This is an optimization exercise on Yosys and OpenROAD, whose aim is small area and a short achievable clock period, not a production implementation.
Only simulation tests tie the RTL to the original design; equivalence was not proved.
Power and IR drop assume default switching activity.

## arena_top
module arena_top
(
    input  logic                    Clk,
    input  logic                    rst_n,
    input  logic                    wb_cyc,
    input  logic                    wb_stb,
    input  logic                    wb_we,
    input  logic [3-1:0] wb_adr,
    input  logic [31:0]             wb_dat_w,
    output logic [31:0]             wb_dat_r,
    output logic                    wb_ack,
    input  arena_pkg::coord_t                  pix_x,
    input  arena_pkg::coord_t                  pix_y,
    input  logic                    pix_valid,
    input  logic                    frame_tick
);
==> flow/config.mk <==
export PLATFORM = sky130hd
export DESIGN_NAME = arena_top
export DESIGN_NICKNAME = arena_top
export VERILOG_FILES = /design/flow/design.v
export SDC_FILE = /design/flow/constraint.sdc
export NUM_CORES = 4
export LEC_CHECK = 0
export ABC_AREA = 1
export CAP_MARGIN = 20
export CORE_MARGIN = 2
export CORE_UTILIZATION = 55
export SETUP_SLACK_MARGIN = 3.5
export SLEW_MARGIN = 20
export TNS_END_PERCENT = 0
==> flow/constraint.sdc <==
create_clock -name core_clock -period 5.8 [get_ports {Clk}]
set_input_delay 1.1600 -clock core_clock [delete_from_list [all_inputs] [get_ports {Clk}]]
set_output_delay 1.1600 -clock core_clock [all_outputs]
set_load 0.01 [all_outputs]
standard.sh (not shown) runs the stock make flow with config.mk's settings and CLKGATE_MAP_FILE= SYNTH_SCRIPT=/design/flow/synth_recipe.tcl, a recipe that flattens the netlist after the stock synthesis.
==> flow/flow/run.sh <==
#!/bin/bash
# The standard layout with these changes:
#  - synthesis maps with the ABC script in flow/abc_area.script (selected by
#    ABC_AREA=1) and leaves adders to ABC (no ADDER_MAP_FILE); the rest of the
#    ORFS scripts are unchanged copies
#  - the port buffers are plain buf cells, which the timing repair can resize
#  - timing repair may resize cells to other footprints
#  - the slow low-power clock inverters (clkinvlp) are added to the platform's
#    don't-use list, so logic is not mapped onto them
set -euo pipefail
PLATFORM_DONT_USE="sky130_fd_sc_hd__probe_p_8 sky130_fd_sc_hd__probec_p_8 sky130_fd_sc_hd__lpflow_bleeder_1 sky130_fd_sc_hd__lpflow_clkbufkapwr_1 sky130_fd_sc_hd__lpflow_clkbufkapwr_16 sky130_fd_sc_hd__lpflow_clkbufkapwr_2 sky130_fd_sc_hd__lpflow_clkbufkapwr_4 sky130_fd_sc_hd__lpflow_clkbufkapwr_8 sky130_fd_sc_hd__lpflow_clkinvkapwr_1 sky130_fd_sc_hd__lpflow_clkinvkapwr_16 sky130_fd_sc_hd__lpflow_clkinvkapwr_2 sky130_fd_sc_hd__lpflow_clkinvkapwr_4 sky130_fd_sc_hd__lpflow_clkinvkapwr_8 sky130_fd_sc_hd__lpflow_decapkapwr_12 sky130_fd_sc_hd__lpflow_decapkapwr_3 sky130_fd_sc_hd__lpflow_decapkapwr_4 sky130_fd_sc_hd__lpflow_decapkapwr_6 sky130_fd_sc_hd__lpflow_decapkapwr_8 sky130_fd_sc_hd__lpflow_inputiso0n_1 sky130_fd_sc_hd__lpflow_inputiso0p_1 sky130_fd_sc_hd__lpflow_inputiso1n_1 sky130_fd_sc_hd__lpflow_inputiso1p_1 sky130_fd_sc_hd__lpflow_inputisolatch_1 sky130_fd_sc_hd__lpflow_isobufsrc_1 sky130_fd_sc_hd__lpflow_isobufsrc_16 sky130_fd_sc_hd__lpflow_isobufsrc_2 sky130_fd_sc_hd__lpflow_isobufsrc_4 sky130_fd_sc_hd__lpflow_isobufsrc_8 sky130_fd_sc_hd__lpflow_isobufsrckapwr_16 sky130_fd_sc_hd__lpflow_lsbuf_lh_hl_isowell_tap_1 sky130_fd_sc_hd__lpflow_lsbuf_lh_hl_isowell_tap_2 sky130_fd_sc_hd__lpflow_lsbuf_lh_hl_isowell_tap_4 sky130_fd_sc_hd__lpflow_lsbuf_lh_isowell_4 sky130_fd_sc_hd__lpflow_lsbuf_lh_isowell_tap_1 sky130_fd_sc_hd__lpflow_lsbuf_lh_isowell_tap_2 sky130_fd_sc_hd__lpflow_lsbuf_lh_isowell_tap_4"
rm -rf scripts_copy
cp -r "$FLOW_HOME/scripts" scripts_copy
cp flow/abc_area.script scripts_copy/abc_area.script
bash standard.sh "SCRIPTS_DIR=$PWD/scripts_copy" ADDER_MAP_FILE= \
    "BUFFER_PORTS_ARGS=-buffer_cell sky130_fd_sc_hd__buf_2" \
    MATCH_CELL_FOOTPRINT=0 \
    "DONT_USE_CELLS=$PLATFORM_DONT_USE sky130_fd_sc_hd__clkinvlp_2 sky130_fd_sc_hd__clkinvlp_4" \
    finish > standard_flow.log 2>&1
==> flow/flow/abc_area.script <==
strash
dc2
balance
dch -f
map -B 0.9
topo
stime -c
buffer -c
upsize -c
dnsize -c
The starting point finished clean.
==> next run, changes <==
--- a/flow/flow/run.sh
+++ b/flow/flow/run.sh
@@ -7,6 +7,8 @@
 #  - timing repair may resize cells to other footprints
-#  - the slow low-power clock inverters (clkinvlp) are added to the platform's
-#    don't-use list, so logic is not mapped onto them
+#  - the slow low-power clock inverters (clkinvlp) and the slower variants of
+#    cells that have a faster one of the same area are added to the
+#    platform's don't-use list, so logic is not mapped onto them
 set -euo pipefail
 PLATFORM_DONT_USE="sky130_fd_sc_hd__probe_p_8 sky130_fd_sc_hd__probec_p_8 sky130_fd_sc_hd__lpflow_bleeder_1 sky130_fd_sc_hd__lpflow_clkbufkapwr_1 sky130_fd_sc_hd__lpflow_clkbufkapwr_16 sky130_fd_sc_hd__lpflow_clkbufkapwr_2 sky130_fd_sc_hd__lpflow_clkbufkapwr_4 sky130_fd_sc_hd__lpflow_clkbufkapwr_8 sky130_fd_sc_hd__lpflow_clkinvkapwr_1 sky130_fd_sc_hd__lpflow_clkinvkapwr_16 sky130_fd_sc_hd__lpflow_clkinvkapwr_2 sky130_fd_sc_hd__lpflow_clkinvkapwr_4 sky130_fd_sc_hd__lpflow_clkinvkapwr_8 sky130_fd_sc_hd__lpflow_decapkapwr_12 sky130_fd_sc_hd__lpflow_decapkapwr_3 sky130_fd_sc_hd__lpflow_decapkapwr_4 sky130_fd_sc_hd__lpflow_decapkapwr_6 sky130_fd_sc_hd__lpflow_decapkapwr_8 sky130_fd_sc_hd__lpflow_inputiso0n_1 sky130_fd_sc_hd__lpflow_inputiso0p_1 sky130_fd_sc_hd__lpflow_inputiso1n_1 sky130_fd_sc_hd__lpflow_inputiso1p_1 sky130_fd_sc_hd__lpflow_inputisolatch_1 sky130_fd_sc_hd__lpflow_isobufsrc_1 sky130_fd_sc_hd__lpflow_isobufsrc_16 sky130_fd_sc_hd__lpflow_isobufsrc_2 sky130_fd_sc_hd__lpflow_isobufsrc_4 sky130_fd_sc_hd__lpflow_isobufsrc_8 sky130_fd_sc_hd__lpflow_isobufsrckapwr_16 sky130_fd_sc_hd__lpflow_lsbuf_lh_hl_isowell_tap_1 sky130_fd_sc_hd__lpflow_lsbuf_lh_hl_isowell_tap_2 sky130_fd_sc_hd__lpflow_lsbuf_lh_hl_isowell_tap_4 sky130_fd_sc_hd__lpflow_lsbuf_lh_isowell_4 sky130_fd_sc_hd__lpflow_lsbuf_lh_isowell_tap_1 sky130_fd_sc_hd__lpflow_lsbuf_lh_isowell_tap_2 sky130_fd_sc_hd__lpflow_lsbuf_lh_isowell_tap_4"
+SLOW_SAME_AREA="sky130_fd_sc_hd__o21ai_0 sky130_fd_sc_hd__a21boi_0 sky130_fd_sc_hd__and2_0 sky130_fd_sc_hd__o311ai_0 sky130_fd_sc_hd__or2_0"
 rm -rf scripts_copy
@@ -17,3 +19,3 @@
     MATCH_CELL_FOOTPRINT=0 \
-    "DONT_USE_CELLS=$PLATFORM_DONT_USE sky130_fd_sc_hd__clkinvlp_2 sky130_fd_sc_hd__clkinvlp_4" \
+    "DONT_USE_CELLS=$PLATFORM_DONT_USE sky130_fd_sc_hd__clkinvlp_2 sky130_fd_sc_hd__clkinvlp_4 $SLOW_SAME_AREA" \
     finish > standard_flow.log 2>&1
==> flow/flow/abc_area.script (replaced) <==
strash
dc2
balance
dc2
balance
dch -f
map -B 0.9
topo
stime -c
buffer -c
upsize -c
dnsize -c
Worst setup slack degrades by 0.032 ns.
Global-route usage climbs by 2.3 points.
Final cell count hardly moves.
Cell area fell by 0.95%.
Clock power decreases by about 5%.
Total power shrinks by 1.0%.
Routed wire length rose by 3.4%.
Core utilization drops by 0.77 points.
Sequential cell count stays the same.
Via count came out higher by 1.2%.
Count of clock-buffer cells in the layout went up by 3.

static timing again, ports no longer ideal:
Ports are ideal in the flow. The routed layouts listed here were re-timed in OpenROAD. Step 1 (the two cells are an assumption about what drives the block):
set clk [get_ports {Clk}]
set_driving_cell -lib_cell sky130_fd_sc_hd__clkbuf_16 $clk
set_driving_cell -lib_cell sky130_fd_sc_hd__buf_2 [delete_from_list [all_inputs] $clk]
Step 2 moves the port delays by t, midway between the first and last clock arrival at a register: inputs arrive t later, outputs are due t later. That takes back most of the time a late clock gives input paths. Slacks: ideal / step 1 / step 2; pairs: ideal / step 1.
run	t, ns	setup WS [ns]	slew at the worst register clock pin (ns)	worst data-port slew with drivers (ns)
the first run	0.542	3.338 / 3.353 / 2.831	0.09 / 0.09	0.07
the second run	0.529	3.306 / 3.313 / 2.784	0.09 / 0.09	0.09
After both steps setup and hold are still met in every run listed. For the second run, which loses most, drivers alone change the setup slack by +0.007 ns; drivers and shift together by -0.522 ns.
